From an optimization exercise on the open Yosys and OpenROAD flow, aimed at small area; shortcuts taken in it are not production practice. The RTL was checked by simulation tests, not by an equivalence proof against the original design. Power and IR drop assume default switching activity.

--- design.v ---
package blowfish_pkg;
  localparam int unsigned NUM_ROUNDS = 16;
  localparam int unsigned KEY_WORDS  = 14;
  localparam logic [18*32-1:0] P_ARRAY = {
    32'h243f6a88, 32'h85a308d3, 32'h13198a2e, 32'h03707344,
    32'ha4093822, 32'h299f31d0, 32'h082efa98, 32'hec4e6c89,
    32'h452821e6, 32'h38d01377, 32'hbe5466cf, 32'h34e90c6c,
    32'hc0ac29b7, 32'hc97c50dd, 32'h3f84d5b5, 32'hb5470917,
    32'h9216d5d9, 32'h8979fb1b
  };
endpackage
module bf_fa (
  input  logic a,
  input  logic b,
  input  logic c,
  output logic s,
  output logic co
);
  assign {co, s} = {1'b0, a} + {1'b0, b} + {1'b0, c};
endmodule
module bf_aoi3 (
  input  logic [2:0] d,
  input  logic [2:0] sel,
  output logic       y_n
);
  assign y_n = ~|(d & sel);
endmodule
module bf_aoi2 (
  input  logic [1:0] d,
  input  logic [1:0] sel,
  output logic       y_n
);
  assign y_n = ~|(d & sel);
endmodule
module bf_sel8 (
  input  logic [7:0] d,
  input  logic [7:0] sel,
  output logic       y
);
  logic [2:0] n;
  bf_aoi3 u_a (.d(d[2:0]), .sel(sel[2:0]), .y_n(n[0]));
  bf_aoi3 u_b (.d(d[5:3]), .sel(sel[5:3]), .y_n(n[1]));
  assign n[2] = ~|(d[7:6] & sel[7:6]);
  assign y = ~&n;
endmodule
module bf_prom (
  input  logic [4:0] pidx,
  input  logic [4:0] k,
  output logic       p
);
  assign p = blowfish_pkg::P_ARRAY[32*(5'd18 - pidx) + k];
endmodule
module bf_sel8p_00 (
  input  logic [7:0] d,
  input  logic [7:0] sel,
  input  logic [7:0] sel_n,
  output logic       y
);
  logic [1:0] n;
  bf_aoi3 u_a0 (.d({d[2], d[1], d[0]}), .sel({sel[2], sel[1], sel[0]}), .y_n(n[0]));
  bf_aoi3 u_a1 (.d({d[5], d[4], d[3]}), .sel({sel[5], sel[4], sel[3]}), .y_n(n[1]));
  assign y = ~n[0] | ~n[1] | (d[6] & sel[6]) | (d[7] & sel[7]);
endmodule
module bf_sel8p_03 (
  input  logic [7:0] d,
  input  logic [7:0] sel,
  input  logic [7:0] sel_n,
  output logic       y
);
  logic [1:0] n;
  bf_aoi3 u_a0 (.d({d[4], d[3], d[2]}), .sel({sel[4], sel[3], sel[2]}), .y_n(n[0]));
  bf_aoi3 u_a1 (.d({d[7], d[6], d[5]}), .sel({sel[7], sel[6], sel[5]}), .y_n(n[1]));
  assign y = ~n[0] | ~n[1] | ~(d[0] | sel_n[0]) | ~(d[1] | sel_n[1]);
endmodule
module bf_sel8p_08 (
  input  logic [7:0] d,
  input  logic [7:0] sel,
  input  logic [7:0] sel_n,
  output logic       y
);
  logic [1:0] n;
  bf_aoi3 u_a0 (.d({d[2], d[1], d[0]}), .sel({sel[2], sel[1], sel[0]}), .y_n(n[0]));
  bf_aoi3 u_a1 (.d({d[6], d[5], d[4]}), .sel({sel[6], sel[5], sel[4]}), .y_n(n[1]));
  assign y = ~n[0] | ~n[1] | ~(d[3] | sel_n[3]) | (d[7] & sel[7]);
endmodule
module bf_sel8p_09 (
  input  logic [7:0] d,
  input  logic [7:0] sel,
  input  logic [7:0] sel_n,
  output logic       y
);
  logic [1:0] n;
  bf_aoi3 u_a0 (.d({d[4], d[2], d[1]}), .sel({sel[4], sel[2], sel[1]}), .y_n(n[0]));
  bf_aoi3 u_a1 (.d({d[7], d[6], d[5]}), .sel({sel[7], sel[6], sel[5]}), .y_n(n[1]));
  assign y = ~n[0] | ~n[1] | ~(d[0] | sel_n[0]) | ~(d[3] | sel_n[3]);
endmodule
module bf_sel8p_0c (
  input  logic [7:0] d,
  input  logic [7:0] sel,
  input  logic [7:0] sel_n,
  output logic       y
);
  logic [1:0] n;
  bf_aoi3 u_a0 (.d({d[4], d[1], d[0]}), .sel({sel[4], sel[1], sel[0]}), .y_n(n[0]));
  bf_aoi3 u_a1 (.d({d[7], d[6], d[5]}), .sel({sel[7], sel[6], sel[5]}), .y_n(n[1]));
  assign y = ~n[0] | ~n[1] | ~(d[2] | sel_n[2]) | ~(d[3] | sel_n[3]);
endmodule
module bf_sel8p_13 (
  input  logic [7:0] d,
  input  logic [7:0] sel,
  input  logic [7:0] sel_n,
  output logic       y
);
  logic [0:0] n;
  bf_aoi3 u_a0 (.d({d[5], d[3], d[2]}), .sel({sel[5], sel[3], sel[2]}), .y_n(n[0]));
  assign y = ~n[0] | ~(d[0] | sel_n[0]) | ~(d[1] | sel_n[1]) | ~(d[4] | sel_n[4]) | (d[6] & sel[6]) | (d[7] & sel[7]);
endmodule
module bf_sel8p_19 (
  input  logic [7:0] d,
  input  logic [7:0] sel,
  input  logic [7:0] sel_n,
  output logic       y
);
  logic [0:0] n;
  bf_aoi3 u_a0 (.d({d[5], d[2], d[1]}), .sel({sel[5], sel[2], sel[1]}), .y_n(n[0]));
  assign y = ~n[0] | ~(d[0] | sel_n[0]) | ~(d[3] | sel_n[3]) | ~(d[4] | sel_n[4]) | (d[6] & sel[6]) | (d[7] & sel[7]);
endmodule
module bf_sel8p_21 (
  input  logic [7:0] d,
  input  logic [7:0] sel,
  input  logic [7:0] sel_n,
  output logic       y
);
  logic [1:0] n;
  bf_aoi3 u_a0 (.d({d[3], d[2], d[1]}), .sel({sel[3], sel[2], sel[1]}), .y_n(n[0]));
  bf_aoi3 u_a1 (.d({d[7], d[6], d[4]}), .sel({sel[7], sel[6], sel[4]}), .y_n(n[1]));
  assign y = ~n[0] | ~n[1] | ~(d[0] | sel_n[0]) | ~(d[5] | sel_n[5]);
endmodule
module bf_sel8p_22 (
  input  logic [7:0] d,
  input  logic [7:0] sel,
  input  logic [7:0] sel_n,
  output logic       y
);
  logic [1:0] n;
  bf_aoi3 u_a0 (.d({d[3], d[2], d[0]}), .sel({sel[3], sel[2], sel[0]}), .y_n(n[0]));
  bf_aoi3 u_a1 (.d({d[7], d[6], d[4]}), .sel({sel[7], sel[6], sel[4]}), .y_n(n[1]));
  assign y = ~n[0] | ~n[1] | ~(d[1] | sel_n[1]) | ~(d[5] | sel_n[5]);
endmodule
module bf_sel8p_24 (
  input  logic [7:0] d,
  input  logic [7:0] sel,
  input  logic [7:0] sel_n,
  output logic       y
);
  logic [1:0] n;
  bf_aoi3 u_a0 (.d({d[3], d[1], d[0]}), .sel({sel[3], sel[1], sel[0]}), .y_n(n[0]));
  bf_aoi3 u_a1 (.d({d[7], d[6], d[4]}), .sel({sel[7], sel[6], sel[4]}), .y_n(n[1]));
  assign y = ~n[0] | ~n[1] | ~(d[2] | sel_n[2]) | ~(d[5] | sel_n[5]);
endmodule
module bf_sel8p_28 (
  input  logic [7:0] d,
  input  logic [7:0] sel,
  input  logic [7:0] sel_n,
  output logic       y
);
  logic [1:0] n;
  bf_aoi3 u_a0 (.d({d[2], d[1], d[0]}), .sel({sel[2], sel[1], sel[0]}), .y_n(n[0]));
  bf_aoi3 u_a1 (.d({d[7], d[6], d[4]}), .sel({sel[7], sel[6], sel[4]}), .y_n(n[1]));
  assign y = ~n[0] | ~n[1] | ~(d[3] | sel_n[3]) | ~(d[5] | sel_n[5]);
endmodule
module bf_sel8p_29 (
  input  logic [7:0] d,
  input  logic [7:0] sel,
  input  logic [7:0] sel_n,
  output logic       y
);
  logic [0:0] n;
  bf_aoi3 u_a0 (.d({d[4], d[2], d[1]}), .sel({sel[4], sel[2], sel[1]}), .y_n(n[0]));
  assign y = ~n[0] | ~(d[0] | sel_n[0]) | ~(d[3] | sel_n[3]) | ~(d[5] | sel_n[5]) | (d[6] & sel[6]) | (d[7] & sel[7]);
endmodule
module bf_sel8p_2e (
  input  logic [7:0] d,
  input  logic [7:0] sel,
  input  logic [7:0] sel_n,
  output logic       y
);
  logic [0:0] n;
  bf_aoi3 u_a0 (.d({d[6], d[4], d[0]}), .sel({sel[6], sel[4], sel[0]}), .y_n(n[0]));
  assign y = ~n[0] | ~(d[1] | sel_n[1]) | ~(d[2] | sel_n[2]) | ~(d[3] | sel_n[3]) | ~(d[5] | sel_n[5]) | (d[7] & sel[7]);
endmodule
module bf_sel8p_31 (
  input  logic [7:0] d,
  input  logic [7:0] sel,
  input  logic [7:0] sel_n,
  output logic       y
);
  logic [0:0] n;
  bf_aoi3 u_a0 (.d({d[3], d[2], d[1]}), .sel({sel[3], sel[2], sel[1]}), .y_n(n[0]));
  assign y = ~n[0] | ~(d[0] | sel_n[0]) | ~(d[4] | sel_n[4]) | ~(d[5] | sel_n[5]) | (d[6] & sel[6]) | (d[7] & sel[7]);
endmodule
module bf_sel8p_34 (
  input  logic [7:0] d,
  input  logic [7:0] sel,
  input  logic [7:0] sel_n,
  output logic       y
);
  logic [0:0] n;
  bf_aoi3 u_a0 (.d({d[3], d[1], d[0]}), .sel({sel[3], sel[1], sel[0]}), .y_n(n[0]));
  assign y = ~n[0] | ~(d[2] | sel_n[2]) | ~(d[4] | sel_n[4]) | ~(d[5] | sel_n[5]) | (d[6] & sel[6]) | (d[7] & sel[7]);
endmodule
module bf_sel8p_38 (
  input  logic [7:0] d,
  input  logic [7:0] sel,
  input  logic [7:0] sel_n,
  output logic       y
);
  logic [0:0] n;
  bf_aoi3 u_a0 (.d({d[2], d[1], d[0]}), .sel({sel[2], sel[1], sel[0]}), .y_n(n[0]));
  assign y = ~n[0] | ~(d[3] | sel_n[3]) | ~(d[4] | sel_n[4]) | ~(d[5] | sel_n[5]) | (d[6] & sel[6]) | (d[7] & sel[7]);
endmodule
module bf_sel8p_3f (
  input  logic [7:0] d,
  input  logic [7:0] sel,
  input  logic [7:0] sel_n,
  output logic       y
);
  assign y = ~(d[0] | sel_n[0]) | ~(d[1] | sel_n[1]) | ~(d[2] | sel_n[2]) | ~(d[3] | sel_n[3]) | ~(d[4] | sel_n[4]) | ~(d[5] | sel_n[5]) | (d[6] & sel[6]) | (d[7] & sel[7]);
endmodule
module bf_sel8p_44 (
  input  logic [7:0] d,
  input  logic [7:0] sel,
  input  logic [7:0] sel_n,
  output logic       y
);
  logic [1:0] n;
  bf_aoi3 u_a0 (.d({d[3], d[1], d[0]}), .sel({sel[3], sel[1], sel[0]}), .y_n(n[0]));
  bf_aoi3 u_a1 (.d({d[7], d[5], d[4]}), .sel({sel[7], sel[5], sel[4]}), .y_n(n[1]));
  assign y = ~n[0] | ~n[1] | ~(d[2] | sel_n[2]) | ~(d[6] | sel_n[6]);
endmodule
module bf_sel8p_45 (
  input  logic [7:0] d,
  input  logic [7:0] sel,
  input  logic [7:0] sel_n,
  output logic       y
);
  logic [0:0] n;
  bf_aoi3 u_a0 (.d({d[4], d[3], d[1]}), .sel({sel[4], sel[3], sel[1]}), .y_n(n[0]));
  assign y = ~n[0] | ~(d[0] | sel_n[0]) | ~(d[2] | sel_n[2]) | (d[5] & sel[5]) | ~(d[6] | sel_n[6]) | (d[7] & sel[7]);
endmodule
module bf_sel8p_4e (
  input  logic [7:0] d,
  input  logic [7:0] sel,
  input  logic [7:0] sel_n,
  output logic       y
);
  logic [0:0] n;
  bf_aoi3 u_a0 (.d({d[5], d[4], d[0]}), .sel({sel[5], sel[4], sel[0]}), .y_n(n[0]));
  assign y = ~n[0] | ~(d[1] | sel_n[1]) | ~(d[2] | sel_n[2]) | ~(d[3] | sel_n[3]) | ~(d[6] | sel_n[6]) | (d[7] & sel[7]);
endmodule
module bf_sel8p_50 (
  input  logic [7:0] d,
  input  logic [7:0] sel,
  input  logic [7:0] sel_n,
  output logic       y
);
  logic [1:0] n;
  bf_aoi3 u_a0 (.d({d[2], d[1], d[0]}), .sel({sel[2], sel[1], sel[0]}), .y_n(n[0]));
  bf_aoi3 u_a1 (.d({d[7], d[5], d[3]}), .sel({sel[7], sel[5], sel[3]}), .y_n(n[1]));
  assign y = ~n[0] | ~n[1] | ~(d[4] | sel_n[4]) | ~(d[6] | sel_n[6]);
endmodule
module bf_sel8p_54 (
  input  logic [7:0] d,
  input  logic [7:0] sel,
  input  logic [7:0] sel_n,
  output logic       y
);
  logic [0:0] n;
  bf_aoi3 u_a0 (.d({d[3], d[1], d[0]}), .sel({sel[3], sel[1], sel[0]}), .y_n(n[0]));
  assign y = ~n[0] | ~(d[2] | sel_n[2]) | ~(d[4] | sel_n[4]) | (d[5] & sel[5]) | ~(d[6] | sel_n[6]) | (d[7] & sel[7]);
endmodule
module bf_sel8p_66 (
  input  logic [7:0] d,
  input  logic [7:0] sel,
  input  logic [7:0] sel_n,
  output logic       y
);
  logic [0:0] n;
  bf_aoi3 u_a0 (.d({d[4], d[3], d[0]}), .sel({sel[4], sel[3], sel[0]}), .y_n(n[0]));
  assign y = ~n[0] | ~(d[1] | sel_n[1]) | ~(d[2] | sel_n[2]) | ~(d[5] | sel_n[5]) | ~(d[6] | sel_n[6]) | (d[7] & sel[7]);
endmodule
module bf_sel8p_6a (
  input  logic [7:0] d,
  input  logic [7:0] sel,
  input  logic [7:0] sel_n,
  output logic       y
);
  logic [0:0] n;
  bf_aoi3 u_a0 (.d({d[4], d[2], d[0]}), .sel({sel[4], sel[2], sel[0]}), .y_n(n[0]));
  assign y = ~n[0] | ~(d[1] | sel_n[1]) | ~(d[3] | sel_n[3]) | ~(d[5] | sel_n[5]) | ~(d[6] | sel_n[6]) | (d[7] & sel[7]);
endmodule
module bf_sel8p_6c (
  input  logic [7:0] d,
  input  logic [7:0] sel,
  input  logic [7:0] sel_n,
  output logic       y
);
  logic [0:0] n;
  bf_aoi3 u_a0 (.d({d[4], d[1], d[0]}), .sel({sel[4], sel[1], sel[0]}), .y_n(n[0]));
  assign y = ~n[0] | ~(d[2] | sel_n[2]) | ~(d[3] | sel_n[3]) | ~(d[5] | sel_n[5]) | ~(d[6] | sel_n[6]) | (d[7] & sel[7]);
endmodule
module bf_sel8p_70 (
  input  logic [7:0] d,
  input  logic [7:0] sel,
  input  logic [7:0] sel_n,
  output logic       y
);
  logic [0:0] n;
  bf_aoi3 u_a0 (.d({d[2], d[1], d[0]}), .sel({sel[2], sel[1], sel[0]}), .y_n(n[0]));
  assign y = ~n[0] | (d[3] & sel[3]) | ~(d[4] | sel_n[4]) | ~(d[5] | sel_n[5]) | ~(d[6] | sel_n[6]) | (d[7] & sel[7]);
endmodule
module bf_sel8p_73 (
  input  logic [7:0] d,
  input  logic [7:0] sel,
  input  logic [7:0] sel_n,
  output logic       y
);
  logic [0:0] n;
  bf_aoi3 u_a0 (.d({d[7], d[3], d[2]}), .sel({sel[7], sel[3], sel[2]}), .y_n(n[0]));
  assign y = ~n[0] | ~(d[0] | sel_n[0]) | ~(d[1] | sel_n[1]) | ~(d[4] | sel_n[4]) | ~(d[5] | sel_n[5]) | ~(d[6] | sel_n[6]);
endmodule
module bf_sel8p_77 (
  input  logic [7:0] d,
  input  logic [7:0] sel,
  input  logic [7:0] sel_n,
  output logic       y
);
  assign y = ~(d[0] | sel_n[0]) | ~(d[1] | sel_n[1]) | ~(d[2] | sel_n[2]) | (d[3] & sel[3]) | ~(d[4] | sel_n[4]) | ~(d[5] | sel_n[5]) | ~(d[6] | sel_n[6]) | (d[7] & sel[7]);
endmodule
module bf_sel8p_7c (
  input  logic [7:0] d,
  input  logic [7:0] sel,
  input  logic [7:0] sel_n,
  output logic       y
);
  logic [0:0] n;
  bf_aoi3 u_a0 (.d({d[7], d[1], d[0]}), .sel({sel[7], sel[1], sel[0]}), .y_n(n[0]));
  assign y = ~n[0] | ~(d[2] | sel_n[2]) | ~(d[3] | sel_n[3]) | ~(d[4] | sel_n[4]) | ~(d[5] | sel_n[5]) | ~(d[6] | sel_n[6]);
endmodule
module bf_sel8p_85 (
  input  logic [7:0] d,
  input  logic [7:0] sel,
  input  logic [7:0] sel_n,
  output logic       y
);
  logic [0:0] n;
  bf_aoi3 u_a0 (.d({d[4], d[3], d[1]}), .sel({sel[4], sel[3], sel[1]}), .y_n(n[0]));
  assign y = ~n[0] | ~(d[0] | sel_n[0]) | ~(d[2] | sel_n[2]) | (d[5] & sel[5]) | (d[6] & sel[6]) | ~(d[7] | sel_n[7]);
endmodule
module bf_sel8p_88 (
  input  logic [7:0] d,
  input  logic [7:0] sel,
  input  logic [7:0] sel_n,
  output logic       y
);
  logic [1:0] n;
  bf_aoi3 u_a0 (.d({d[2], d[1], d[0]}), .sel({sel[2], sel[1], sel[0]}), .y_n(n[0]));
  bf_aoi3 u_a1 (.d({d[6], d[5], d[4]}), .sel({sel[6], sel[5], sel[4]}), .y_n(n[1]));
  assign y = ~n[0] | ~n[1] | ~(d[3] | sel_n[3]) | ~(d[7] | sel_n[7]);
endmodule
module bf_sel8p_89 (
  input  logic [7:0] d,
  input  logic [7:0] sel,
  input  logic [7:0] sel_n,
  output logic       y
);
  logic [0:0] n;
  bf_aoi3 u_a0 (.d({d[4], d[2], d[1]}), .sel({sel[4], sel[2], sel[1]}), .y_n(n[0]));
  assign y = ~n[0] | ~(d[0] | sel_n[0]) | ~(d[3] | sel_n[3]) | (d[5] & sel[5]) | (d[6] & sel[6]) | ~(d[7] | sel_n[7]);
endmodule
module bf_sel8p_8a (
  input  logic [7:0] d,
  input  logic [7:0] sel,
  input  logic [7:0] sel_n,
  output logic       y
);
  logic [0:0] n;
  bf_aoi3 u_a0 (.d({d[4], d[2], d[0]}), .sel({sel[4], sel[2], sel[0]}), .y_n(n[0]));
  assign y = ~n[0] | ~(d[1] | sel_n[1]) | ~(d[3] | sel_n[3]) | (d[5] & sel[5]) | (d[6] & sel[6]) | ~(d[7] | sel_n[7]);
endmodule
module bf_sel8p_98 (
  input  logic [7:0] d,
  input  logic [7:0] sel,
  input  logic [7:0] sel_n,
  output logic       y
);
  logic [0:0] n;
  bf_aoi3 u_a0 (.d({d[2], d[1], d[0]}), .sel({sel[2], sel[1], sel[0]}), .y_n(n[0]));
  assign y = ~n[0] | ~(d[3] | sel_n[3]) | ~(d[4] | sel_n[4]) | (d[5] & sel[5]) | (d[6] & sel[6]) | ~(d[7] | sel_n[7]);
endmodule
module bf_sel8p_9f (
  input  logic [7:0] d,
  input  logic [7:0] sel,
  input  logic [7:0] sel_n,
  output logic       y
);
  assign y = ~(d[0] | sel_n[0]) | ~(d[1] | sel_n[1]) | ~(d[2] | sel_n[2]) | ~(d[3] | sel_n[3]) | ~(d[4] | sel_n[4]) | (d[5] & sel[5]) | (d[6] & sel[6]) | ~(d[7] | sel_n[7]);
endmodule
module bf_sel8p_a3 (
  input  logic [7:0] d,
  input  logic [7:0] sel,
  input  logic [7:0] sel_n,
  output logic       y
);
  logic [0:0] n;
  bf_aoi3 u_a0 (.d({d[4], d[3], d[2]}), .sel({sel[4], sel[3], sel[2]}), .y_n(n[0]));
  assign y = ~n[0] | ~(d[0] | sel_n[0]) | ~(d[1] | sel_n[1]) | ~(d[5] | sel_n[5]) | (d[6] & sel[6]) | ~(d[7] | sel_n[7]);
endmodule
module bf_sel8p_a4 (
  input  logic [7:0] d,
  input  logic [7:0] sel,
  input  logic [7:0] sel_n,
  output logic       y
);
  logic [0:0] n;
  bf_aoi3 u_a0 (.d({d[3], d[1], d[0]}), .sel({sel[3], sel[1], sel[0]}), .y_n(n[0]));
  assign y = ~n[0] | ~(d[2] | sel_n[2]) | (d[4] & sel[4]) | ~(d[5] | sel_n[5]) | (d[6] & sel[6]) | ~(d[7] | sel_n[7]);
endmodule
module bf_sel8p_ac (
  input  logic [7:0] d,
  input  logic [7:0] sel,
  input  logic [7:0] sel_n,
  output logic       y
);
  logic [0:0] n;
  bf_aoi3 u_a0 (.d({d[4], d[1], d[0]}), .sel({sel[4], sel[1], sel[0]}), .y_n(n[0]));
  assign y = ~n[0] | ~(d[2] | sel_n[2]) | ~(d[3] | sel_n[3]) | ~(d[5] | sel_n[5]) | (d[6] & sel[6]) | ~(d[7] | sel_n[7]);
endmodule
module bf_sel8p_b7 (
  input  logic [7:0] d,
  input  logic [7:0] sel,
  input  logic [7:0] sel_n,
  output logic       y
);
  assign y = ~(d[0] | sel_n[0]) | ~(d[1] | sel_n[1]) | ~(d[2] | sel_n[2]) | (d[3] & sel[3]) | ~(d[4] | sel_n[4]) | ~(d[5] | sel_n[5]) | (d[6] & sel[6]) | ~(d[7] | sel_n[7]);
endmodule
module bf_sel8p_be (
  input  logic [7:0] d,
  input  logic [7:0] sel,
  input  logic [7:0] sel_n,
  output logic       y
);
  assign y = (d[0] & sel[0]) | ~(d[1] | sel_n[1]) | ~(d[2] | sel_n[2]) | ~(d[3] | sel_n[3]) | ~(d[4] | sel_n[4]) | ~(d[5] | sel_n[5]) | (d[6] & sel[6]) | ~(d[7] | sel_n[7]);
endmodule
module bf_sel8p_c0 (
  input  logic [7:0] d,
  input  logic [7:0] sel,
  input  logic [7:0] sel_n,
  output logic       y
);
  logic [1:0] n;
  bf_aoi3 u_a0 (.d({d[2], d[1], d[0]}), .sel({sel[2], sel[1], sel[0]}), .y_n(n[0]));
  bf_aoi3 u_a1 (.d({d[5], d[4], d[3]}), .sel({sel[5], sel[4], sel[3]}), .y_n(n[1]));
  assign y = ~n[0] | ~n[1] | ~(d[6] | sel_n[6]) | ~(d[7] | sel_n[7]);
endmodule
module bf_sel8p_c9 (
  input  logic [7:0] d,
  input  logic [7:0] sel,
  input  logic [7:0] sel_n,
  output logic       y
);
  logic [0:0] n;
  bf_aoi3 u_a0 (.d({d[4], d[2], d[1]}), .sel({sel[4], sel[2], sel[1]}), .y_n(n[0]));
  assign y = ~n[0] | ~(d[0] | sel_n[0]) | ~(d[3] | sel_n[3]) | (d[5] & sel[5]) | ~(d[6] | sel_n[6]) | ~(d[7] | sel_n[7]);
endmodule
module bf_sel8p_cf (
  input  logic [7:0] d,
  input  logic [7:0] sel,
  input  logic [7:0] sel_n,
  output logic       y
);
  assign y = ~(d[0] | sel_n[0]) | ~(d[1] | sel_n[1]) | ~(d[2] | sel_n[2]) | ~(d[3] | sel_n[3]) | (d[4] & sel[4]) | (d[5] & sel[5]) | ~(d[6] | sel_n[6]) | ~(d[7] | sel_n[7]);
endmodule
module bf_sel8p_d0 (
  input  logic [7:0] d,
  input  logic [7:0] sel,
  input  logic [7:0] sel_n,
  output logic       y
);
  logic [0:0] n;
  bf_aoi3 u_a0 (.d({d[2], d[1], d[0]}), .sel({sel[2], sel[1], sel[0]}), .y_n(n[0]));
  assign y = ~n[0] | (d[3] & sel[3]) | ~(d[4] | sel_n[4]) | (d[5] & sel[5]) | ~(d[6] | sel_n[6]) | ~(d[7] | sel_n[7]);
endmodule
module bf_sel8p_d3 (
  input  logic [7:0] d,
  input  logic [7:0] sel,
  input  logic [7:0] sel_n,
  output logic       y
);
  logic [0:0] n;
  bf_aoi3 u_a0 (.d({d[5], d[3], d[2]}), .sel({sel[5], sel[3], sel[2]}), .y_n(n[0]));
  assign y = ~n[0] | ~(d[0] | sel_n[0]) | ~(d[1] | sel_n[1]) | ~(d[4] | sel_n[4]) | ~(d[6] | sel_n[6]) | ~(d[7] | sel_n[7]);
endmodule
module bf_sel8p_dd (
  input  logic [7:0] d,
  input  logic [7:0] sel,
  input  logic [7:0] sel_n,
  output logic       y
);
  assign y = ~(d[0] | sel_n[0]) | (d[1] & sel[1]) | ~(d[2] | sel_n[2]) | ~(d[3] | sel_n[3]) | ~(d[4] | sel_n[4]) | (d[5] & sel[5]) | ~(d[6] | sel_n[6]) | ~(d[7] | sel_n[7]);
endmodule
module bf_sel8p_e6 (
  input  logic [7:0] d,
  input  logic [7:0] sel,
  input  logic [7:0] sel_n,
  output logic       y
);
  logic [0:0] n;
  bf_aoi3 u_a0 (.d({d[4], d[3], d[0]}), .sel({sel[4], sel[3], sel[0]}), .y_n(n[0]));
  assign y = ~n[0] | ~(d[1] | sel_n[1]) | ~(d[2] | sel_n[2]) | ~(d[5] | sel_n[5]) | ~(d[6] | sel_n[6]) | ~(d[7] | sel_n[7]);
endmodule
module bf_sel8p_e9 (
  input  logic [7:0] d,
  input  logic [7:0] sel,
  input  logic [7:0] sel_n,
  output logic       y
);
  logic [0:0] n;
  bf_aoi3 u_a0 (.d({d[4], d[2], d[1]}), .sel({sel[4], sel[2], sel[1]}), .y_n(n[0]));
  assign y = ~n[0] | ~(d[0] | sel_n[0]) | ~(d[3] | sel_n[3]) | ~(d[5] | sel_n[5]) | ~(d[6] | sel_n[6]) | ~(d[7] | sel_n[7]);
endmodule
module bf_sel8p_ec (
  input  logic [7:0] d,
  input  logic [7:0] sel,
  input  logic [7:0] sel_n,
  output logic       y
);
  logic [0:0] n;
  bf_aoi3 u_a0 (.d({d[4], d[1], d[0]}), .sel({sel[4], sel[1], sel[0]}), .y_n(n[0]));
  assign y = ~n[0] | ~(d[2] | sel_n[2]) | ~(d[3] | sel_n[3]) | ~(d[5] | sel_n[5]) | ~(d[6] | sel_n[6]) | ~(d[7] | sel_n[7]);
endmodule
module bf_sel8p_fa (
  input  logic [7:0] d,
  input  logic [7:0] sel,
  input  logic [7:0] sel_n,
  output logic       y
);
  assign y = (d[0] & sel[0]) | ~(d[1] | sel_n[1]) | (d[2] & sel[2]) | ~(d[3] | sel_n[3]) | ~(d[4] | sel_n[4]) | ~(d[5] | sel_n[5]) | ~(d[6] | sel_n[6]) | ~(d[7] | sel_n[7]);
endmodule
module bf_sel8p #(parameter logic [7:0] INV = 8'h00) (
  input  logic [7:0] d,
  input  logic [7:0] sel,
  input  logic [7:0] sel_n,
  output logic       y
);
  case (INV)
    8'h00: begin : g_00 bf_sel8p_00 u (.d(d), .sel(sel), .sel_n(sel_n), .y(y)); end
    8'h03: begin : g_03 bf_sel8p_03 u (.d(d), .sel(sel), .sel_n(sel_n), .y(y)); end
    8'h08: begin : g_08 bf_sel8p_08 u (.d(d), .sel(sel), .sel_n(sel_n), .y(y)); end
    8'h09: begin : g_09 bf_sel8p_09 u (.d(d), .sel(sel), .sel_n(sel_n), .y(y)); end
    8'h0c: begin : g_0c bf_sel8p_0c u (.d(d), .sel(sel), .sel_n(sel_n), .y(y)); end
    8'h13: begin : g_13 bf_sel8p_13 u (.d(d), .sel(sel), .sel_n(sel_n), .y(y)); end
    8'h19: begin : g_19 bf_sel8p_19 u (.d(d), .sel(sel), .sel_n(sel_n), .y(y)); end
    8'h21: begin : g_21 bf_sel8p_21 u (.d(d), .sel(sel), .sel_n(sel_n), .y(y)); end
    8'h22: begin : g_22 bf_sel8p_22 u (.d(d), .sel(sel), .sel_n(sel_n), .y(y)); end
    8'h24: begin : g_24 bf_sel8p_24 u (.d(d), .sel(sel), .sel_n(sel_n), .y(y)); end
    8'h28: begin : g_28 bf_sel8p_28 u (.d(d), .sel(sel), .sel_n(sel_n), .y(y)); end
    8'h29: begin : g_29 bf_sel8p_29 u (.d(d), .sel(sel), .sel_n(sel_n), .y(y)); end
    8'h2e: begin : g_2e bf_sel8p_2e u (.d(d), .sel(sel), .sel_n(sel_n), .y(y)); end
    8'h31: begin : g_31 bf_sel8p_31 u (.d(d), .sel(sel), .sel_n(sel_n), .y(y)); end
    8'h34: begin : g_34 bf_sel8p_34 u (.d(d), .sel(sel), .sel_n(sel_n), .y(y)); end
    8'h38: begin : g_38 bf_sel8p_38 u (.d(d), .sel(sel), .sel_n(sel_n), .y(y)); end
    8'h3f: begin : g_3f bf_sel8p_3f u (.d(d), .sel(sel), .sel_n(sel_n), .y(y)); end
    8'h44: begin : g_44 bf_sel8p_44 u (.d(d), .sel(sel), .sel_n(sel_n), .y(y)); end
    8'h45: begin : g_45 bf_sel8p_45 u (.d(d), .sel(sel), .sel_n(sel_n), .y(y)); end
    8'h4e: begin : g_4e bf_sel8p_4e u (.d(d), .sel(sel), .sel_n(sel_n), .y(y)); end
    8'h50: begin : g_50 bf_sel8p_50 u (.d(d), .sel(sel), .sel_n(sel_n), .y(y)); end
    8'h54: begin : g_54 bf_sel8p_54 u (.d(d), .sel(sel), .sel_n(sel_n), .y(y)); end
    8'h66: begin : g_66 bf_sel8p_66 u (.d(d), .sel(sel), .sel_n(sel_n), .y(y)); end
    8'h6a: begin : g_6a bf_sel8p_6a u (.d(d), .sel(sel), .sel_n(sel_n), .y(y)); end
    8'h6c: begin : g_6c bf_sel8p_6c u (.d(d), .sel(sel), .sel_n(sel_n), .y(y)); end
    8'h70: begin : g_70 bf_sel8p_70 u (.d(d), .sel(sel), .sel_n(sel_n), .y(y)); end
    8'h73: begin : g_73 bf_sel8p_73 u (.d(d), .sel(sel), .sel_n(sel_n), .y(y)); end
    8'h77: begin : g_77 bf_sel8p_77 u (.d(d), .sel(sel), .sel_n(sel_n), .y(y)); end
    8'h7c: begin : g_7c bf_sel8p_7c u (.d(d), .sel(sel), .sel_n(sel_n), .y(y)); end
    8'h85: begin : g_85 bf_sel8p_85 u (.d(d), .sel(sel), .sel_n(sel_n), .y(y)); end
    8'h88: begin : g_88 bf_sel8p_88 u (.d(d), .sel(sel), .sel_n(sel_n), .y(y)); end
    8'h89: begin : g_89 bf_sel8p_89 u (.d(d), .sel(sel), .sel_n(sel_n), .y(y)); end
    8'h8a: begin : g_8a bf_sel8p_8a u (.d(d), .sel(sel), .sel_n(sel_n), .y(y)); end
    8'h98: begin : g_98 bf_sel8p_98 u (.d(d), .sel(sel), .sel_n(sel_n), .y(y)); end
    8'h9f: begin : g_9f bf_sel8p_9f u (.d(d), .sel(sel), .sel_n(sel_n), .y(y)); end
    8'ha3: begin : g_a3 bf_sel8p_a3 u (.d(d), .sel(sel), .sel_n(sel_n), .y(y)); end
    8'ha4: begin : g_a4 bf_sel8p_a4 u (.d(d), .sel(sel), .sel_n(sel_n), .y(y)); end
    8'hac: begin : g_ac bf_sel8p_ac u (.d(d), .sel(sel), .sel_n(sel_n), .y(y)); end
    8'hb7: begin : g_b7 bf_sel8p_b7 u (.d(d), .sel(sel), .sel_n(sel_n), .y(y)); end
    8'hbe: begin : g_be bf_sel8p_be u (.d(d), .sel(sel), .sel_n(sel_n), .y(y)); end
    8'hc0: begin : g_c0 bf_sel8p_c0 u (.d(d), .sel(sel), .sel_n(sel_n), .y(y)); end
    8'hc9: begin : g_c9 bf_sel8p_c9 u (.d(d), .sel(sel), .sel_n(sel_n), .y(y)); end
    8'hcf: begin : g_cf bf_sel8p_cf u (.d(d), .sel(sel), .sel_n(sel_n), .y(y)); end
    8'hd0: begin : g_d0 bf_sel8p_d0 u (.d(d), .sel(sel), .sel_n(sel_n), .y(y)); end
    8'hd3: begin : g_d3 bf_sel8p_d3 u (.d(d), .sel(sel), .sel_n(sel_n), .y(y)); end
    8'hdd: begin : g_dd bf_sel8p_dd u (.d(d), .sel(sel), .sel_n(sel_n), .y(y)); end
    8'he6: begin : g_e6 bf_sel8p_e6 u (.d(d), .sel(sel), .sel_n(sel_n), .y(y)); end
    8'he9: begin : g_e9 bf_sel8p_e9 u (.d(d), .sel(sel), .sel_n(sel_n), .y(y)); end
    8'hec: begin : g_ec bf_sel8p_ec u (.d(d), .sel(sel), .sel_n(sel_n), .y(y)); end
    8'hfa: begin : g_fa bf_sel8p_fa u (.d(d), .sel(sel), .sel_n(sel_n), .y(y)); end
    default: begin : g_x assign y = 1'bx; end
  endcase
endmodule
module blowfish_dec_iter (
  input  logic         clk,
  input  logic         rst_n,
  input  logic         in_valid,
  output logic         in_ready,
  input  logic [63:0]  ct,
  input  logic [448:0] key,
  output logic         out_valid,
  input  logic         out_ready,
  output logic [63:0]  pt
);
  localparam logic [127:0] SboxMul = {32'h9e3779b1, 32'h85ebca6b, 32'hc2b2ae35, 32'h27d4eb2f};
  localparam logic [127:0] SboxXor = {32'h7f4a7c15, 32'h165667b1, 32'hd3a2646c, 32'hfd7046c5};
  logic [4:0]  ph_q;
  logic [5:0]  k_q;
  logic        sub_q;
  logic        out_valid_q;
  logic [63:0] r_q;
  logic [7:0]  acca_q [2];    
  logic [7:0]  accb_q [2];    
  logic        c1_q, c2_q, u_q;
  logic        swap, act, done, run;
  logic [4:0]  kk;
  logic [4:0]  pidx;       
  logic [3:0]  slot;       
  logic [511:0] src;
  logic        dbit, pbit, mbit, fbit, in31;
  logic        unused_key_msb;
  assign unused_key_msb = key[448];
  assign swap = k_q[5];
  assign act  = !k_q[5];
  assign kk   = k_q[4:0];
  assign done = (ph_q == 5'd18) && (k_q == 6'd63);
  assign run  = rst_n && in_valid && !out_valid_q && !done;
  always_ff @(posedge clk) begin
    if (run) begin
      {ph_q, k_q} <= {ph_q, k_q} + {10'd0, swap | sub_q};
      sub_q       <= act && !sub_q;
    end else begin
      {ph_q, k_q} <= '0;
      sub_q       <= 1'b0;
    end
    out_valid_q <= rst_n && ((done && in_valid) || (out_valid_q && !out_ready));
  end
  assign in_ready  = done;
  assign out_valid = out_valid_q;
  assign pt        = {r_q[31:0], r_q[63:32]};
  always_comb begin
    pidx = (ph_q == 5'd18 && swap) ? 5'd1 : 5'(5'd20 - ph_q);
    case (ph_q)
      5'd0:    slot = 4'd15;                       
      5'd1:    slot = 4'd14;                       
      default: slot = (pidx > 5'd14) ? 4'(5'd28 - pidx) : 4'(5'd13 - (pidx - 5'd1));
    endcase
  end
  assign src = {ct, key[447:0]};
  logic [7:0]  oh1, oh2, oh3;
  logic [63:0] lv1;
  logic [7:0]  lv2;
  assign oh1 = 8'd1 << kk[2:0];
  assign oh2 = 8'd1 << {slot[0], kk[4:3]};
  assign oh3 = 8'd1 << slot[3:1];
  logic [7:0]  oh1_n;
  assign oh1_n = ~oh1;
  for (genvar m = 0; m < 64; m++) begin : g_lv1
    localparam int Slot = m / 4;
    localparam int Pi   = 14 - Slot;    
    localparam logic [7:0] Inv = (Slot >= 14) ? 8'h00 :
                                 blowfish_pkg::P_ARRAY[32*(18-Pi) + 8*(m%4) +: 8];
    bf_sel8p #(.INV(Inv)) u_sel (.d(src[8*m +: 8]), .sel(oh1), .sel_n(oh1_n), .y(lv1[m]));
  end
  for (genvar n = 0; n < 8; n++) begin : g_lv2
    bf_sel8 u_sel (.d(lv1[8*n +: 8]), .sel(oh2), .y(lv2[n]));
  end
  bf_sel8 u_sel3 (.d(lv2), .sel(oh3), .y(dbit));
  logic [31:0] corr;
  always_comb begin
    case (ph_q)
      5'd2:    corr = 32'h8a09885f;
      5'd3:    corr = 32'h810f5ff7;
      5'd4:    corr = 32'h30e401c4;
      5'd5:    corr = 32'h1bbbbf3d;
      default: corr = 32'h00000000;
    endcase
    pbit = corr[kk];
  end
  always_comb begin
    if (act)                mbit = dbit ^ (pbit && ph_q >= 5'd2);
    else if (ph_q == 5'd18) mbit = dbit;
    else                    mbit = 1'b0;
  end
  logic [1:0]  mlo, mhi, xlo, xhi;
  logic [7:0]  add  [2];
  logic [7:0]  acc_d [2];
  logic [8:0]  cy   [2];
  logic [1:0]  s;
  logic        u, w, c1_d, c2_d;
  for (genvar j = 0; j < 2; j++) begin : g_add
    assign mlo[j] = act && !sub_q && SboxMul[32*(3-j) + kk];
    assign mhi[j] = act &&  sub_q && SboxMul[32*(1-j) + kk];
    assign xlo[j] = act && !sub_q && SboxXor[32*(3-j) + kk];
    assign xhi[j] = act &&  sub_q && SboxXor[32*(1-j) + kk];
    assign add[j] = ({8{mlo[j]}} & r_q[63-8*j -: 8]) | ({8{mhi[j]}} & r_q[47-8*j -: 8]);
    for (genvar b = 0; b < 8; b++) begin : g_bit
      if (b == 0) begin : g_ha
        assign s[j]      = accb_q[j][0] ^ add[j][0] ^ xlo[j] ^ xhi[j];
        assign cy[j][1]  = accb_q[j][0] & add[j][0];
      end else begin : g_fa
        bf_fa u_fa (.a(accb_q[j][b]), .b(add[j][b]), .c(cy[j][b]), .s(acc_d[j][b-1]), .co(cy[j][b+1]));
      end
    end
    assign acc_d[j][7] = cy[j][8];
  end
  bf_fa u_fa1 (.a(s[0]), .b(s[1]), .c(c1_q), .s(u), .co(c1_d));
  assign w = u_q ^ s[0];
  bf_fa u_fa2 (.a(w), .b(s[1]), .c(c2_q), .s(fbit), .co(c2_d));
  always_ff @(posedge clk) begin
    for (int j = 0; j < 2; j++) begin
      acca_q[j] <= acc_d[j];
      accb_q[j] <= acca_q[j];
    end
    u_q <= u;
    if (!sub_q)         c1_q <= c1_d;
    if (sub_q || swap)  c2_q <= c2_d;
  end
  always_comb begin
    if (swap) in31 = r_q[32] ^ mbit;
    else      in31 = (r_q[0] && ph_q >= 5'd2) ^ (fbit && ph_q >= 5'd3) ^ mbit;
  end
  always_ff @(posedge clk) begin
    if (!out_valid_q && (swap || sub_q)) begin
      r_q[31:0] <= {in31, r_q[31:1]};
      if (swap) r_q[63:32] <= {r_q[0], r_q[63:33]};
    end
  end
endmodule
--- flow/run.sh ---
#!/bin/bash
# The standard layout (the standard.sh: ORFS synthesis through finish), with every
# input and output port buffered by the smallest buffer, sky130_fd_sc_hd__buf_1.
set -euo pipefail
export BUFFER_PORTS_ARGS="-buffer_cell sky130_fd_sc_hd__buf_1"
bash standard.sh > standard_flow.log 2>&1
--- standard.sh ---
#!/bin/bash
# synth_recipe.tcl (not shown) runs the flow's synth.tcl, then flattens the netlist and writes it again
# the make line also repeats each setting of config.mk as NAME=value (left out here)
make -C /OpenROAD-flow-scripts/flow DESIGN_CONFIG=/design/flow/config.mk WORK_HOME=/design/flow/orfs CLKGATE_MAP_FILE= SYNTH_SCRIPT=/design/flow/synth_recipe.tcl "${@:-finish}"
--- config.mk ---
export PLATFORM = sky130hd
export DESIGN_NAME = blowfish_dec_iter
export DESIGN_NICKNAME = blowfish_dec_iter
export VERILOG_FILES = /design/flow/design.v
export SDC_FILE = /design/flow/constraint.sdc
export NUM_CORES = 4
export LEC_CHECK = 0
export CAP_MARGIN = 20
export CORE_AREA = 3 3 202 202
export DIE_AREA = 0 0 205 205
export SLEW_MARGIN = 20
export SYNTH_HIERARCHICAL = 1
--- constraint.sdc ---
create_clock -name core_clock -period 12.5 [get_ports {clk}]
set_input_delay 2.5000 -clock core_clock [delete_from_list [all_inputs] [get_ports {clk}]]
set_output_delay 2.5000 -clock core_clock [all_outputs]
set_load 0.01 [all_outputs]
==> results.cfg, run 1 <==
[clock_network]
cts_buffers = 9
ctsHtreeMaxLevel = 3
cts_tree = yes
cts_setup_buffers = 0
clkSinkCount = 112
cts.hold.buffers_added = 0
clk_pin_slew_ns = 0.08
root_buffer = clkbuf_16
insertion_delay_ns = 0.35
ctsLongestPathBuffers = 2
cts_resized = 0

[global_routing]
antenna_found_initial = 11
use_met3_pct = 5.39
grt_pass1_wl_um = 65200
met2_usage_pct = 34.2
grt_max_degree = 44
overflow = 0
grt_busiest_layer = met2
grt_use_total_pct = 21.1
met1_usage_pct = 28.0
grt_pass1_vias = 9804

[placement]
hpwl_um = 35900
portBuffers = 581
place_ws_ns = 6.22
place.gp.congestion = 0.923
dpl-instance-area_um2 = 10600
dp_cells = 1866

[power]
clkPwrFrac_pct = 30.6
power.switching_uw = 279
p_int_uw = 719
p_leak_nw = 3.44
power_frac_comb_pct = 20.9
seqPwrFrac_pct = 48.5
p_sw_share_pct = 28.0
ir_drop_mv = 0.0722
power_density_nw_per_um2 = 91.0
finalPower_uw = 998

[sta]
tns_ns = 0
setup_violations = 0
fmax_mhz = 158
finalHoldViolCount = 0
period_share_pct = 50.5
skew_ns = 0.00737
rsz0062_at_grt = no
period_minus_slack_ns = 6.31
drv_slew = 0
worst_pin_slew_ns = 1.11
slew_headroom_pct = 26.2
layout_setup_ws_ns = 6.19
hold_ws_ns = 0.328

[synthesis]
yosysUniqueCellTypes = 68
syn_nets = 1325
synth-edff-count = 66
synth.avg_cell_area_um2 = 10.1
synth_area_um2 = 7780
synth-seq-cells = 112
ys_seq_area_share_pct = 37.3
synthArstFlopShare_pct = 0
yosys_warnings = 17
syn_inst = 773
synth_flop_cell = edfxtp_1

[floorplanning]
start_util_pct = 20.0
fp.dieArea_um2 = 42000
row_count = 72
die_y_um = 205
fp.dieW_um = 205
ioPinCount = 583
coreArea_um2 = 38900

[cells_and_area]
final_nets = 1911
final_layout_size_suffix_gt1_share_pct = 4.33
regArea_um2 = 2900
post-route-util_pct = 28.2
final_cell_mix = 581 x buf_1, 95 x a222oi_1, 66 x edfxtp_1
syn_to_final_growth_pct = 41.0
final_design_area_no_fill_um2 = 11000
multi_input_area_um2 = 4720
stdcell_count = 1886
final_common_cell = buf_1
fillers = 4229

[routing]
vias = 10300
wl_um = 47900
drc_errors = 0
initialDrtViolationCount = 1467
ant_nets = 0
viasPerCell = 5.44
wl_per_cell_um = 25.4
firstDrtPassIters = 10

[setup_path]
slowest_delay_ns = 0.76
path_common_cell = a222oi_1
cp_data_required_time_ns = 12.58
rr_startpoint = k_q[1]
path_max_fanout = 41
cp_slowest_cell = dfxtp_1
cp-start-kind = register
worst_ep_arrival_time_ns = 6.39
endpoint_kind = register
critical_path_class = register to register
crit_chain = clkinv_1 > ha_1 > nand2_2 > inv_2 > a222oi_1 > o21ai_0 > or3_1 > a222oi_1 > nand3_1 > a222oi_1 > nand3_1 > xnor2_1 > xnor2_1 > mux2i_1
crit_start = k_q[1]

[worst_hold_path]
hold_path.class = register to register
hold_start = acca_q[0][6]

[run_status]
run_status = complete, no violations

[run]
cap_violations = 0
[per-module statistics from Yosys, one instance, submodules excluded, a selection]
module | times used | flip-flops and latches | cell area [µm²] | cells
bf_sel8p_3f | 1 | 0 | 37.5 | 5
bf_sel8p_29 | 2 | 0 | 28.8 | 4
bf_sel8p_77 | 1 | 0 | 35.0 | 5
bf_sel8p_22 | 1 | 0 | 13.8 | 2
bf_sel8p_e9 | 1 | 0 | 23.8 | 4
bf_sel8p_ac | 1 | 0 | 26.3 | 4
bf_sel8p_03 | 1 | 0 | 13.8 | 2
bf_sel8p_38 | 2 | 0 | 28.8 | 4
bf_sel8 | 9 | 0 | 12.5 | 2
bf_sel8p_28 | 1 | 0 | 13.8 | 2
bf_sel8p_44 | 1 | 0 | 13.8 | 2
bf_sel8p_fa | 1 | 0 | 37.5 | 5
bf_sel8p_6a | 1 | 0 | 26.3 | 4
[sequential cells by signal, indices dropped and copies added (netlist names)]
signal,flops
r_q,64
u_q,1
k_q,6
out_valid_q,1
sub_q,1
accb_q,16
ph_q,5
c1_q,1
c2_q,1
acca_q,16
[Yosys cell counts, types with 11 or more instances]
master	count	area (µm²)
a222oi_1	95	951
a22o_1	26	228
nand3_1	36	180
nand2_1	34	128
or3_1	34	213
nand2b_1	11	68.8
ha_1	19	238
a21oi_1	26	130
a22oi_1	17	128
nor2_1	36	135
o22ai_1	49	307
o22a_1	13	114
o21ai_0	42	210
dfxtp_1	46	921
inv_1	21	78.8
fa_1	16	320
xor2_1	11	96.3
o2bb2ai_1	40	350
edfxtp_1	66	1980
[logic make-up after synthesis]
logic type / Yosys count / share of synthesized area [%]
flops: 112 / 37.3
buf+inv: 42 / 2.38
mux: 3 / 0.402
fa+ha+maj: 35 / 7.17
compound gates: 354 / 36.1
simple gates: 207 / 14.3
xor+xnor: 20 / 2.35
[layer usage]
layer,vias to the layer above,routed length [µm]
li1,4532,-
met1,4931,19700
met2,693,22200
met3,92,4890
met4,6,1190
met5,-,39
[power by group through the flow]
stage               combinational (mW)  clock [mW]  sequential [mW]
finish                           0.209       0.305            0.484
global route                     0.240       0.327            0.492
CTS                              0.213       0.315            0.486
detailed placement               0.211           0            0.494
global placement                 0.202           0            0.490
floorplan                       0.0940           0            0.488
[cell type report]
| cell class | instances | share of cell area (%) |
|---|---|---|
| Antenna cell | 4 | 0.0912 |
| Clock buffer | 9 | 2.05 |
| Clock inverter | 7 | 0.878 |
| Inverter | 22 | 0.753 |
| Multi-Input combinational cell | 619 | 43.0 |
| Sequential cell | 112 | 26.5 |
| Tap cell | 518 | 5.91 |
| Timing Repair Buffer | 595 | 20.8 |
[path summary, 6_finish.rpt]
check | to | slack, ns | depth (start not counted)
worst max register to register | r_q[31] | 6.19 | 14
worst min register to register | accb_q[0][6] | 0.33 | 0
worst min-delay path | accb_q[0][6] | 0.33 | 0
worst max-delay path | r_q[31] | 6.19 | 14
[worst max-delay path, delay by kind of cell (launching register included)]
kind                       cells  cell delay (ns)
AOI/OAI and AO/OA              4             1.56
xor gates and xnor gates       2             0.37
adders and majority gates      1             0.40
buffers and inverters          2             1.19
DFF                            1             0.76
muxes                          1             0.12
and+or+nand+nor                4             1.51
==> inputs of run 2 (changes only) <==
--- a/design.v
+++ b/design.v
@@ -631,5 +631,4 @@
   logic        swap, act, done, run;
   logic [4:0]  kk;
-  logic [4:0]  pidx;       
   logic [3:0]  slot;       
   logic [511:0] src;
@@ -656,25 +655,29 @@
   assign pt        = {r_q[31:0], r_q[63:32]};
   always_comb begin
-    pidx = (ph_q == 5'd18 && swap) ? 5'd1 : 5'(5'd20 - ph_q);
-    case (ph_q)
-      5'd0:    slot = 4'd15;                       
-      5'd1:    slot = 4'd14;                       
-      default: slot = (pidx > 5'd14) ? 4'(5'd28 - pidx) : 4'(5'd13 - (pidx - 5'd1));
-    endcase
+    if (ph_q[4]) slot = 4'(ph_q[3:0] + 4'd2 + {3'd0, swap});
+    else         slot = ph_q[3:0];
+  end
+  for (genvar q = 0; q < 16; q++) begin : g_src
+    if (q < 2) begin : g_ct
+      assign src[32*q +: 32] = ct[32*(1-q) +: 32];
+    end else if (q < 6) begin : g_k14
+      assign src[32*q +: 32] = key[32*(8+q) +: 32];      
+    end else begin : g_k145
+      assign src[32*q +: 32] = key[32*(q-6) +: 32];      
+    end
   end
-  assign src = {ct, key[447:0]};
   logic [7:0]  oh1, oh2, oh3;
   logic [63:0] lv1;
   logic [7:0]  lv2;
-  assign oh1 = 8'd1 << kk[2:0];
-  assign oh2 = 8'd1 << {slot[0], kk[4:3]};
-  assign oh3 = 8'd1 << slot[3:1];
   logic [7:0]  oh1_n;
+  assign oh1   = 8'd1 << kk[2:0];
   assign oh1_n = ~oh1;
+  assign oh2   = 8'd1 << {slot[0], kk[4:3]};
+  assign oh3   = 8'd1 << slot[3:1];
   for (genvar m = 0; m < 64; m++) begin : g_lv1
-    localparam int Slot = m / 4;
-    localparam int Pi   = 14 - Slot;    
-    localparam logic [7:0] Inv = (Slot >= 14) ? 8'h00 :
-                                 blowfish_pkg::P_ARRAY[32*(18-Pi) + 8*(m%4) +: 8];
+    localparam int Pos = m / 4;
+    localparam int Kn  = (Pos < 6) ? 6 - Pos : 20 - Pos;    
+    localparam logic [7:0] Inv = (Pos < 2) ? 8'h00 :
+                                 blowfish_pkg::P_ARRAY[32*(18-Kn) + 8*(m%4) +: 8];
     bf_sel8p #(.INV(Inv)) u_sel (.d(src[8*m +: 8]), .sel(oh1), .sel_n(oh1_n), .y(lv1[m]));
   end
@@ -695,5 +698,5 @@
   end
   always_comb begin
-    if (act)                mbit = dbit ^ (pbit && ph_q >= 5'd2);
+    if (act)                mbit = dbit ^ pbit;
     else if (ph_q == 5'd18) mbit = dbit;
     else                    mbit = 1'b0;
--- a/config.mk
+++ b/config.mk
@@ -6,7 +6,8 @@
 export NUM_CORES = 4
 export LEC_CHECK = 0
-export CAP_MARGIN = 20
+export CAP_MARGIN = 5
 export CORE_AREA = 3 3 202 202
+export CTS_BUF_LIST = sky130_fd_sc_hd__clkbuf_8
 export DIE_AREA = 0 0 205 205
-export SLEW_MARGIN = 20
+export SLEW_MARGIN = 5
 export SYNTH_HIERARCHICAL = 1
==> results.cfg, run 2 <==
[clock_network]
ctsHtreeMaxLevel = 3
clk_pin_slew_ns = 0.11
insertion_delay_ns = 0.38
root_buffer = clkbuf_8
cts_tree = yes
clkSinkCount = 112
cts.hold.buffers_added = 0
ctsLongestPathBuffers = 2
cts_buffers = 9
cts_setup_buffers = 0
cts_resized = 0

[global_routing]
grt_use_total_pct = 21.8
met2_usage_pct = 37.3
met1_usage_pct = 27.6
grt_pass1_vias = 9808
grt_pass1_wl_um = 66200
overflow = 0
antenna_found_initial = 7
use_met3_pct = 4.64
grt_busiest_layer = met2
grt_max_degree = 44

[sta]
tns_ns = 0
rsz0062_at_grt = no
hold_ws_ns = 0.336
worst_pin_slew_ns = 1.25
setup_violations = 0
fmax_mhz = 164
period_minus_slack_ns = 6.11
skew_ns = 0.0144
drv_slew = 0
finalHoldViolCount = 0
slew_headroom_pct = 16.5
period_share_pct = 48.9

[power]
p_leak_nw = 3.36
clkPwrFrac_pct = 24.1
p_int_uw = 658
ir_drop_mv = 0.0720
p_sw_share_pct = 28.8
power_frac_comb_pct = 23.6
power.switching_uw = 267
seqPwrFrac_pct = 52.3
power_density_nw_per_um2 = 86.1

[floorplanning]
die_y_um = 205
fp.dieW_um = 205
fp.dieArea_um2 = 42000
row_count = 72
start_util_pct = 19.6
coreArea_um2 = 38900
ioPinCount = 583

[setup_path]
cp_data_required_time_ns = 12.75
endpoint_kind = register
path_max_fanout = 40
worst_ep_arrival_time_ns = 6.36
cp-start-kind = register
critical_path_class = register to register

[synthesis]
synth_area_um2 = 7620
synth_flop_cell = edfxtp_1
syn_inst = 744
yosysUniqueCellTypes = 67
synth-seq-cells = 112
synth-edff-count = 66
netlist_top_cells_count = 95 x a222oi_1, 66 x edfxtp_1, 51 x o22ai_1
ys_seq_area_share_pct = 38.1
synth.avg_cell_area_um2 = 10.2
synthArstFlopShare_pct = 0
synth_most_common_cell = a222oi_1
synthDominantAreaCellType = edfxtp_1
synth_top_cell_area_share_pct = 26.0
syn_nets = 1291
yosys_warnings = 17
synthTopCellsByArea = edfxtp_1 26%, a222oi_1 12%, dfxtp_1 12%

[routing]
firstDrtPassIters = 9
ant_nets = 0
wl_per_cell_um = 26.5
initialDrtViolationCount = 1224
wl_um = 49300
viasPerCell = 5.41
drc_errors = 0
vias = 10100

[cells_and_area]
final_nets = 1880
top_register = r_q
syn_to_final_growth_pct = 40.9
final_cell_mix = 581 x buf_1, 95 x a222oi_1, 66 x edfxtp_1
final_design_area_no_fill_um2 = 10700
stdcell_count = 1859
final_layout_size_suffix_gt1_share_pct = 5.61
largest_register_ff_count = 64
final_common_cell = buf_1
reg.largest.list = r_q (64), acca_q (16), accb_q (16)

[placement]
place.gp.congestion = 0.981
dp_cells = 1840
hpwl_um = 36700
dpl-instance-area_um2 = 10500
portBuffers = 581

[run_status]
run_status = complete, no violations

[worst_hold_path]
hold_path.class = register to register

[run]
cap_violations = 0
## run 2: area by class of cell
cell class / instances / area [µm²]
fill: 4235 / 28200
multi-input combinational: 588 / 4560
tap: 518 / 648
clock inverter: 7 / 90.1
antenna: 3 / 7.51
sequential: 112 / 2900
clock buffer: 9 / 124
inverter: 21 / 78.8
timing repair buffer: 601 / 2330
## run 2: worst paths after layout
check          startpoint           end  slack (ns)  cells after the start
min reg2reg  acca_q[1][5]  accb_q[1][5]        0.34                      0
max reg2reg        k_q[0]  acca_q[1][6]        6.39                     17
max                k_q[0]  acca_q[1][6]        6.39                     17
min          acca_q[1][5]  accb_q[1][5]        0.34                      0
## run 2: power groups by stage
stage	Combinational, mW	Sequential, mW	Clock [mW]
2_1_floorplan	0.100	0.488	0
3_3_place_gp	0.209	0.491	0
3_5_place_dp	0.217	0.494	0
4_1_cts	0.221	0.486	0.233
5_1_grt	0.247	0.492	0.244
6_report	0.218	0.484	0.223
## run 2: modules after synthesis (local to each module, per instance), a selection
module	cells	flops+latches
bf_sel8p_45	4	0
bf_sel8p_08	2	0
bf_sel8p_7c	4	0
bf_sel8p_e9	4	0
bf_sel8p_88	2	0
bf_sel8p_ec	4	0
bf_fa	1	0
bf_sel8p_c9	4	0
bf_sel8p_85	4	0
bf_sel8p_d3	4	0
bf_sel8p_fa	5	0
## run 2: logic make-up (layout without fill, tap and decap cells)
group	after synthesis	in the layout	synth area share [%]
AOI/OAI and AO/OA	340	340	35.8
and+or+nand+nor	193	193	13.8
DFF	112	112	38.1
buffers and inverters	44	638	2.58
adders and majority gates	30	30	6.50
xor gates and xnor gates	18	18	2.17
muxes	7	7	1.10
other	0	3	0
## run 2: critical path: stages, from the launching register on
cell	delay (ns)
dfxtp_1	0.88
inv_1	0.34
ha_1	0.38
nand2_2	0.11
inv_2	0.03
buf_4	0.32
nor4_1	0.28
a311oi_1	0.12
o21a_1	0.27
a22o_1	0.23
ha_1	0.19
fa_1	0.38
fa_1	0.41
fa_1	0.40
fa_1	0.39
fa_1	0.40
fa_1	0.40
fa_1	0.43
## run 2: per-layer routing
metal / wire length [µm] / part of all wire, %
met1: 19600 / 40
met2: 23300 / 47
met3: 4870 / 9.9
met4: 1430 / 2.9
met5: 27 / 0.055
## run 2: metrics by stage
step                utilization (%)  total power [mW]  setup slack [ns]
floorplan                         -             0.588              6.84
global placement               27.0             0.700              6.56
detailed placement             27.0             0.711              6.44
CTS                            27.6             0.939              6.43
global route                   27.6             0.984              6.15
finish                         27.6             0.925              6.39
==> inputs of run 3 (changes only) <==
--- a/config.mk
+++ b/config.mk
@@ -6,8 +6,8 @@
 export NUM_CORES = 4
 export LEC_CHECK = 0
-export CAP_MARGIN = 5
+export CAP_MARGIN = 20
 export CORE_AREA = 3 3 202 202
 export CTS_BUF_LIST = sky130_fd_sc_hd__clkbuf_8
 export DIE_AREA = 0 0 205 205
-export SLEW_MARGIN = 5
+export SLEW_MARGIN = 20
 export SYNTH_HIERARCHICAL = 1
==> results.cfg, run 3 <==
[run_status]
run_status = complete, no violations

[sta]
period_share_pct = 49.0
rsz0062_at_grt = no
worst_pin_slew_ns = 1.01
drv_slew = 0
tns_ns = 0
hold_ws_ns = 0.329
setup_violations = 0
fmax_mhz = 163
slew_headroom_pct = 32.4
layout_setup_ws_ns = 6.37
skew_ns = 0.0115
finalHoldViolCount = 0
period_minus_slack_ns = 6.13

[global_routing]
antenna_found_initial = 8
grt_use_total_pct = 22.0
grt_pass1_wl_um = 66800
grt_max_degree = 44
grt_pass1_vias = 9974
overflow = 0

[power]
finalPower_uw = 902
power_density_nw_per_um2 = 84.1
p_leak_nw = 3.35
p_int_uw = 635
p_sw_share_pct = 29.5
power.switching_uw = 266
clkPwrFrac_pct = 22.3
power_frac_comb_pct = 23.9
ir_drop_mv = 0.0575
seqPwrFrac_pct = 53.8

[routing]
ant_nets = 0
wl_um = 49400
firstDrtPassIters = 10
viasPerCell = 5.44
initialDrtViolationCount = 1270
drc_errors = 0
wl_per_cell_um = 26.6
vias = 10100

[floorplanning]
coreArea_um2 = 38900
fp.dieW_um = 205
start_util_pct = 19.6
ioPinCount = 583
row_count = 72
die_y_um = 205
fp.dieArea_um2 = 42000

[synthesis]
ys_seq_area_share_pct = 38.1
synth_area_um2 = 7620
synth-edff-count = 66
synth-seq-cells = 112
synth_top_cell_area_share_pct = 26.0
synth_most_common_cell = a222oi_1
syn_inst = 744
syn_nets = 1291
yosys_warnings = 17
synthTopCellsByArea = edfxtp_1 26%, a222oi_1 12%, dfxtp_1 12%
synth.avg_cell_area_um2 = 10.2
synth_flop_cell = edfxtp_1
netlist_top_cells_count = 95 x a222oi_1, 66 x edfxtp_1, 51 x o22ai_1
yosysUniqueCellTypes = 67
synthDominantAreaCellType = edfxtp_1
synthArstFlopShare_pct = 0

[clock_network]
cts_buffers = 9
cts_setup_buffers = 0
root_buffer = clkbuf_8
insertion_delay_ns = 0.38
cts.hold.buffers_added = 0
cts_tree = yes
clkSinkCount = 112
cts_resized = 0
clk_pin_slew_ns = 0.11
ctsHtreeMaxLevel = 3
ctsLongestPathBuffers = 2

[setup_path]
endpoint_kind = output pin
path_max_fanout = 43
cp-start-kind = register
critical_path_class = register to output pin
cp_data_required_time_ns = 10.00
worst_ep_arrival_time_ns = 3.63

[placement]
place_ws_ns = 6.48
hpwl_um = 36900
place.gp.congestion = 0.981
portBuffers = 581

[cells_and_area]
fillers = 4215
post-route-util_pct = 27.5
final_cell_mix = 581 x buf_1, 95 x a222oi_1, 66 x edfxtp_1
final_layout_size_suffix_gt1_share_pct = 5.83
syn_to_final_growth_pct = 40.6
final_nets = 1881
top_register = r_q
final_common_cell = buf_1
reg.largest.list = r_q (64), acca_q (16), accb_q (16)
largest_register_ff_count = 64

[worst_hold_path]
hold_path.class = register to register

[run]
cap_violations = 0
## run 3: power groups by stage
| stage | Combinational [mW] | Clock, mW | Sequential, mW |
|---|---|---|---|
| final | 0.216 | 0.201 | 0.485 |
| after global placement | 0.209 | 0 | 0.491 |
| after floorplan | 0.100 | 0 | 0.488 |
| after CTS | 0.219 | 0.212 | 0.487 |
| after detailed placement | 0.216 | 0 | 0.494 |
| after global routing | 0.247 | 0.223 | 0.493 |
## run 3: logic make-up after synthesis
kind of cell,count (synthesis),share of synthesized area [%]
flops,112,38.1
simple gates,193,13.8
xor+xnor,18,2.17
mux,7,1.10
buf+inv,44,2.58
compound gates,340,35.8
fa+ha+maj,30,6.50
## run 3: worst max-delay path, cell delays in order (launching register included)
cell,delay (ns)
dfxtp_1,0.88
ha_1,0.33
nand2_2,0.57
inv_2,0.22
buf_4,0.60
nand2_1,0.19
nor3_4,0.24
buf_1,0.19
## run 3: layout make-up
class	instances	area (µm²)	share of cell area, %
multi-input combinational	588	4570	42.6
sequential	112	2900	27.1
timing repair buffer	602	2340	21.8
tap	518	648	6.05
clock buffer	9	124	1.16
inverter	21	78.8	0.735
clock inverter	7	57.6	0.537
antenna	2	5.00	0.0467
## run 3: path summary, 6_finish.rpt
check,startpoint,slack [ns],cells after the start,endpoint
max,k_q[0],6.37,7,in_ready
min,acca_q[1][5],0.33,0,accb_q[1][5]
max reg2reg,k_q[0],6.45,16,acca_q[1][6]
min reg2reg,acca_q[1][5],0.33,0,accb_q[1][5]
## run 3: Yosys stat by module (local to each module, per instance), excerpt
module | flops+latches | cells | times used
bf_sel8p_29 | 0 | 4 | 2
bf_sel8p_e9 | 0 | 4 | 1
bf_sel8p_7c | 0 | 4 | 1
bf_sel8p_9f | 0 | 5 | 1
bf_sel8p_00 | 0 | 2 | 8
bf_sel8p_09 | 0 | 2 | 1
bf_sel8p_3f | 0 | 5 | 1
bf_sel8p_e6 | 0 | 4 | 1
bf_sel8p_73 | 0 | 4 | 1
bf_sel8p_24 | 0 | 2 | 1
bf_sel8 | 0 | 2 | 9
bf_sel8p_ec | 0 | 4 | 1
## run 3: routing by layer
metal	vias up	part of all wire, %	track usage (%)
li1	4419	-	-
met1	4868	40	28.2
met3	94	9.6	4.21
met2	731	47	36.9
met5	-	0.12	0
met4	8	3.2	7.64
## run 3: metrics by stage
| stage | instance area [µm²] | instances |
|---|---|---|
| 6_report | 10700 | 1859 |
| 5_1_grt | 10700 | 1859 |
| 4_1_cts | 10700 | 1857 |
| 3_5_place_dp | 10500 | 1841 |
| 3_3_place_gp | 10500 | 1840 |
| 2_1_floorplan | 7620 | 744 |

[re-timing with driven ports]
No port has a modelled driver above. Below, the same layouts with a new extraction and two added sets of constraints.
Step 1 sets driving cells, clkbuf_16 on the clock port and buf_2 on the other inputs (assumed; they add their load-dependent delay and slew).
Step 2 also shifts input and output timing later by t, the mid clock arrival at the registers, as if the neighbouring blocks saw the same clock.
Slacks: ideal ports / drivers / drivers and shift; pairs: ideal ports / drivers.
run | t, ns | setup WS [ns] | hold slack, ns | cell pins on the clock port's net
run 1 | 0.387 | 6.191 / 6.191 / 6.191 | 0.328 / 0.328 / 0.328 | 1
run 2 | 0.407 | 6.392 / 6.382 / 6.392 | 0.336 / 0.336 / 0.336 | 1
run 3 | 0.413 | 6.373 / 6.337 / 6.454 | 0.329 / 0.329 / 0.329 | 1
After both steps setup and hold are still met in every run listed.
